This design comes from an exercise in tuning for small area and a short achievable clock period on the open sky130 flow, not from production work.
RTL that was checked went through simulation tests only; none was proved equivalent to the original.
Power is estimated from default activity; no workload was simulated.

Design retire_trace_buffer, start of the top module:
module retire_trace_buffer #(
    parameter int DEPTH = 16
) (
    input  logic                   clk,
    input  logic                   reset,
    input  logic                   trace_en,
    input  logic [31:0]            pc,
    input  logic [31:0]            inst,
    input  logic                   rf_we,
    input  logic [4:0]             rf_waddr,
    input  logic [31:0]            rf_wdata,
    output logic                   overflow,
    output logic [15:0]            drop_count,
    input  logic                   clr_ovf,
    output logic [$clog2(DEPTH):0] level,
    output logic [31:0]            out_data,
    output logic                   out_valid,
    input  logic                   out_ready
);
    localparam int IDX_W = $clog2(DEPTH);
    localparam int LVL_W = IDX_W + 1;
    logic        armed_q;
    logic [31:0] pc_q;
    logic [31:0] inst_q;
    logic        wv_q;
    logic [4:0]  waddr_q;
    logic [31:0] wdata_q;
    logic [IDX_W-1:0] wr_q;
    logic [DEPTH-1:0] rd_q;          
    logic [LVL_W-1:0] level_q;
    logic [3:0]       wc_q;          
    logic             valid_q;
    logic [31:0]      out_q;
    logic             overflow_q;
    logic [15:0]      drop_count_q;
    logic [DEPTH-1:0] we_q;          
  ...
For scale: ~4,100 cells after synthesis, ~1,800 flip-flops, ~160 I/O pins, roughly 0.067 mm^2 of cells after synthesis.
==> flow/config.mk <==
export PLATFORM = sky130hd
export DESIGN_NAME = retire_trace_buffer
export DESIGN_NICKNAME = retire_trace_buffer
export VERILOG_FILES = /design/flow/design.v
export SDC_FILE = /design/flow/constraint.sdc
export NUM_CORES = 4
export LEC_CHECK = 0
export CAP_MARGIN = 20
export CORE_MARGIN = 2
export CORE_UTILIZATION = 60
export CTS_CLUSTER_DIAMETER = 100
export CTS_CLUSTER_SIZE = 30
export SETUP_SLACK_MARGIN = 3.0
export SLEW_MARGIN = 20
==> flow/constraint.sdc <==
create_clock -name core_clock -period 5.5 [get_ports {clk}]
set_input_delay 1.1000 -clock core_clock [delete_from_list [all_inputs] [get_ports {clk}]]
set_output_delay 1.1000 -clock core_clock [all_outputs]
set_load 0.01 [all_outputs]
standard.sh (not shown) runs the stock make flow with config.mk's settings and CLKGATE_MAP_FILE= SYNTH_SCRIPT=/design/flow/synth_recipe.tcl, a recipe that flattens the netlist after the stock synthesis.
==> flow/flow/run.sh <==
#!/bin/bash
# The standard layout (the standard.sh, standard synthesis unchanged) with
# one change: the port buffers that global placement inserts are buf_2 cells
# instead of the delay-cell buffers buffer_ports picks by default.
set -euo pipefail
export BUFFER_PORTS_ARGS="-buffer_cell sky130_fd_sc_hd__buf_2"
bash standard.sh finish > flow_standard.log 2>&1
Edit:
--- a/flow/config.mk
+++ b/flow/config.mk
@@ -14,0 +15 @@
+export SYNTH_HIERARCHICAL = 1
After rerunning:
- synthesized cell count goes down by 3.1%
- fmax drops by 6.1%
- worst setup slack got worse by 0.20 ns
- global-route usage shrinks by 0.96 points
- combinational power falls by 11%
- sequential power barely changes
- cell area came out higher by 0.98%
- routed wire length decreases by 1.4%
No functional check of the RTL was part of any run of this note.

* * *

Another version of the RTL of retire_trace_buffer (not shown whole).
For scale: about 3700 cells after synthesis, roughly 1800 flip-flops, ~160 I/O pins, roughly 0.066 mm² of cells after synthesis.
==> flow/design.v (excerpt) <==
module retire_trace_buffer #(
    parameter int DEPTH = 16
) (
    input  logic                   clk,
    input  logic                   reset,
    input  logic                   trace_en,
    input  logic [31:0]            pc,
    input  logic [31:0]            inst,
    input  logic                   rf_we,
    input  logic [4:0]             rf_waddr,
    input  logic [31:0]            rf_wdata,
    output logic                   overflow,
    output logic [15:0]            drop_count,
    input  logic                   clr_ovf,
    output logic [$clog2(DEPTH):0] level,
    output logic [31:0]            out_data,
    output logic                   out_valid,
    input  logic                   out_ready
);
    localparam int IDX_W = $clog2(DEPTH);
    localparam int LVL_W = IDX_W + 1;
    logic        armed_q;
    logic [31:0] pc_q;
    logic [31:0] inst_q;
    logic        wv_q;
    logic [4:0]  waddr_q;
    logic [31:0] wdata_q;
    logic [IDX_W-1:0] wr_q;
    logic [DEPTH-1:0] rd_q;          
    logic [LVL_W-1:0] level_q;
    logic [3:0]       wc_q;          
    logic             valid_q;
    logic [31:0]      out_q;
    logic             overflow_q;
    logic [15:0]      drop_count_q;
    logic [DEPTH-1:0] we_q;          
    logic [31:0] pc_mem    [DEPTH];
    logic [31:0] inst_mem  [DEPTH];
  ...
clock: 5.5 ns
lec_check: 0
cap_margin: 20
core_margin: 2
core_utilization: 60
cts_cluster_diameter: 100
cts_cluster_size: 30
setup_slack_margin: 3.0
slew_margin: 20
tns_end_percent: 5
Scripts as last shown in full above: flow/flow/run.sh
Next try:
- CORE_UTILIZATION: 60 -> 52
- TNS_END_PERCENT: 5 -> default
Register-to-register slack gains 0.07 ns.
Synthesized cell count is unchanged.
Die area grows by 15%.
Power grows by 0.66%.
Wire length grows by 1.5%.
Area after synthesis stays the same.
Via count shrinks by 0.59%.
Cell count grows by 4.6%.
Flip-flop and latch count is unchanged.
Setup slack gains 0.099 ns.
Next try:
- CORE_UTILIZATION: 52 -> 60
=> Global-route usage climbs by 5.1 points; area after synthesis does not change; clock-buffer cell count climbs by 17; power barely changes; sequential cell count does not change.
Next try:
==> flow/run.sh (new file) <==
#!/bin/bash
# synth_recipe.tcl (not shown) runs the flow's synth.tcl, then flattens the netlist and writes it again
# the make line also repeats each setting of config.mk as NAME=value (left out here)
make -C /OpenROAD-flow-scripts/flow DESIGN_CONFIG=/design/flow/config.mk WORK_HOME=/design/flow/orfs CLKGATE_MAP_FILE= SYNTH_SCRIPT=/design/flow/synth_recipe.tcl finish
removed: flow/flow/run.sh
removed: flow/standard.sh
After rerunning: The new run completed without violations; die area is unchanged; clock power came out lower by about 0.8%; synthesized cell count is unchanged; flip-flop and latch count does not change; worst setup slack got worse by 0.026 ns; final cell count increases by 0.96%.
Next try:
==> flow/flow/run.sh (new file) <==
#!/bin/bash
# The standard layout (the standard.sh, standard synthesis unchanged) with
# one change: the port buffers that global placement inserts are buf_2 cells
# instead of the delay-cell buffers buffer_ports picks by default.
set -euo pipefail
export BUFFER_PORTS_ARGS="-buffer_cell sky130_fd_sc_hd__buf_2"
bash standard.sh finish > flow_standard.log 2>&1
==> flow/standard.sh (new file) <==
#!/bin/bash
# synth_recipe.tcl (not shown) runs the flow's synth.tcl, then flattens the netlist and writes it again
# the make line also repeats each setting of config.mk as NAME=value (left out here)
make -C /OpenROAD-flow-scripts/flow DESIGN_CONFIG=/design/flow/config.mk WORK_HOME=/design/flow/orfs CLKGATE_MAP_FILE= SYNTH_SCRIPT=/design/flow/synth_recipe.tcl "${@:-finish}"
- CTS_BUF_LIST: default -> sky130_fd_sc_hd__clkbuf_8 sky130_fd_sc_hd__clkbuf_16
removed: flow/run.sh
=> Die area is unchanged; design area fell by about 1.5%; clock skew fell by 0.012 ns; wire length fell by about 1.6%; first-iteration DRC count fell by about 1.6%; total power fell by about 0.7%; sequential share of layout area rose by 1.1 points; worst setup slack gets better by 0.027 ns.

* * *

job 8902:
retire_trace_buffer, a different RTL version from the one above (not shown whole).
Size in the first run: roughly 3,600 cells after synthesis, roughly 160 I/O pins, ~0.065 mm2 of cells after synthesis.
export LEC_CHECK = 0
export CAP_MARGIN = 20
export CORE_MARGIN = 2
export CORE_UTILIZATION = 60
export CTS_CLUSTER_DIAMETER = 100
export CTS_CLUSTER_SIZE = 30
export SETUP_SLACK_MARGIN = 2.85
export SLEW_MARGIN = 20
create_clock -name core_clock -period 5.5 [get_ports {clk}]
run.sh (not shown) runs the stock make flow with config.mk's settings and CLKGATE_MAP_FILE= SYNTH_SCRIPT=/design/flow/synth_recipe.tcl, a recipe that flattens the netlist after the stock synthesis.
Stock flow here: none of the scripts above is used.
Input changes introduced in job 7546 (baseline for comparison: job 8902):
Settings: a change of SETUP_SLACK_MARGIN from 2.85 to 3.0.
Findings:
- Delta(number of nets in the layout, job 7546 - job 8902) > 0
- Job 7546 vs. job 8902: global routing met2 resource utilization has increased; worst hold margin has increased; via count of the first global-routing pass has increased.
- Summary of job 7546 over job 8902: count of filler cells inserted in the layout saw a decrease, internal power consumption saw little to no change, via count saw an increase.
- Compare job 8902 and job 7546 | critical path depth higher: job 7546
- Diff job 8902 -> job 7546 | share of final layout cell area taken by non-clock buffers | increase of 0.82 points
- Job 7546: full flow OK, the timing, DRC and antenna checks passed
diff inputs: job 7546 => job 3950
Settings: swapping 60 for 70 in CORE_UTILIZATION.
==> run summary <==
Job 7546 reports its origin of the worst setup path as rd_q[2]$_DFFE_PN0P_ while job 3950 reports pc[31].
Job 3950 ended up with fewer standard cells than job 7546.
NOTE number of filler instances in the final layout job 7546->job 3950 decreased by more than a quarter
A classification of the worst setup path of input pin to register is what job 3950 shows, while register to register belongs to job 7546.
Setup slack for job 3950: 120 ps down relative to job 7546

* * *

red:
retire_trace_buffer again, from the RTL that the note above started with.
## retire_trace_buffer
module retire_trace_buffer #(
    parameter int DEPTH = 16
) (
    input  logic                   clk,
    input  logic                   reset,
    input  logic                   trace_en,
    input  logic [31:0]            pc,
    input  logic [31:0]            inst,
    input  logic                   rf_we,
    input  logic [4:0]             rf_waddr,
    input  logic [31:0]            rf_wdata,
    output logic                   overflow,
    output logic [15:0]            drop_count,
    input  logic                   clr_ovf,
    output logic [$clog2(DEPTH):0] level,
    output logic [31:0]            out_data,
    output logic                   out_valid,
    input  logic                   out_ready
);
Settings: LEC_CHECK=0, CAP_MARGIN=20, CORE_MARGIN=2, CORE_UTILIZATION=60, CTS_CLUSTER_DIAMETER=80, CTS_CLUSTER_SIZE=25, SETUP_SLACK_MARGIN=3.0, SLEW_MARGIN=20; clock period 5.5 ns.
Relative to red, the following input files were edited for blue:
- a change of CTS_CLUSTER_DIAMETER from 80 to 100
- a change of CTS_CLUSTER_SIZE from 25 to 30
==> flow/flow/run.sh (new file) <==
#!/bin/bash
# The standard layout (the standard.sh, standard synthesis unchanged) with
# one change: the port buffers that global placement inserts are buf_2 cells
# instead of the delay-cell buffers buffer_ports picks by default.
set -euo pipefail
export BUFFER_PORTS_ARGS="-buffer_cell sky130_fd_sc_hd__buf_2"
bash standard.sh finish > flow_standard.log 2>&1
==> flow/standard.sh (new file) <==
#!/bin/bash
# synth_recipe.tcl (not shown) runs the flow's synth.tcl, then flattens the netlist and writes it again
# the make line also repeats each setting of config.mk as NAME=value (left out here)
make -C /OpenROAD-flow-scripts/flow DESIGN_CONFIG=/design/flow/config.mk WORK_HOME=/design/flow/orfs CLKGATE_MAP_FILE= SYNTH_SCRIPT=/design/flow/synth_recipe.tcl "${@:-finish}"
removed: flow/run.sh
## What came out
Compared with red, blue has less setup slack.
Looking at relative contribution of the clock network to total power, blue sits 1.7 points below red.
Looking only at total global-route track usage, and setting everything else aside, the higher value of red and blue goes to blue.
Diff red -> blue: area after synthesis now sits at about the same level; final worst-path cycle share now sits higher; sequential portion of the cell area now sits higher.
Final-layout non-clock buffer area share for blue: 1.5 points down relative to red
red reports its standard cell with the maximum stage delay on the critical path as nor3_4 while blue reports or4_4.
blue against red: total power lost about 3%, global-route wire length before repair neither gained nor lost much, logic depth of the worst register-to-register path went up 4, clock transition at the registers of the reported paths held steady.

==> re-timing with driven ports <==
How much do the figures lean on ideal ports? The routed layouts below were timed once more, with nothing changed but the port constraints. Step 1: set_driving_cell puts a clkbuf_16 on clk and a buf_2 on each other input, an assumption about the parent block. Step 2, shift: input delay + t, output delay - t, t = (earliest + latest rising clock arrival at the registers) / 2. This alone moves slack from input paths to output paths. a / b / c = no drivers / after step 1 / after step 2; a / b = the first two.
run	t (ns)	slack for setup (ns)	hold slack, ns	latest minus earliest clock arrival (ns)	worst slew at a driven data input, ns
the first run of note 1	0.786	2.349 / 2.349 / 2.188	0.502 / 0.446 / 0.533	0.039 / 0.039	0.08
the second run of note 1	0.774	2.145 / 2.145 / 1.993	0.359 / 0.305 / 0.617	0.026 / 0.025	0.08
the first run of note 2	0.768	2.817 / 2.854 / 2.111	0.458 / 0.455 / 0.514	0.039 / 0.038	0.14
the second run of note 2	0.756	2.916 / 2.916 / 2.249	0.490 / 0.445 / 0.521	0.033 / 0.033	0.06
the third run of note 2	0.780	2.956 / 2.960 / 2.213	0.481 / 0.421 / 0.512	0.026 / 0.027	0.17
the fourth run of note 2	0.776	2.930 / 2.930 / 2.248	0.424 / 0.369 / 0.531	0.047 / 0.047	0.15
the fifth run of note 2	0.778	2.957 / 2.961 / 2.215	0.486 / 0.426 / 0.512	0.030 / 0.029	0.16
job 8902	0.776	2.670 / 2.670 / 2.110	0.484 / 0.440 / 0.521	0.029 / 0.029	0.10
job 7546	0.778	2.898 / 2.896 / 2.226	0.499 / 0.455 / 0.513	0.033 / 0.033	0.10
job 3950	0.751	2.774 / 2.802 / 2.051	0.475 / 0.425 / 0.517	0.038 / 0.038	0.07
red	0.783	2.851 / 2.851 / 2.188	0.468 / 0.420 / 0.520	0.035 / 0.034	0.12
blue	0.760	2.754 / 2.740 / 1.980	0.460 / 0.413 / 0.534	0.039 / 0.038	0.14
After both steps every run listed still meets setup and hold. For blue, which loses most, drivers alone change the setup slack by -0.014 ns; drivers and shift together by -0.774 ns.
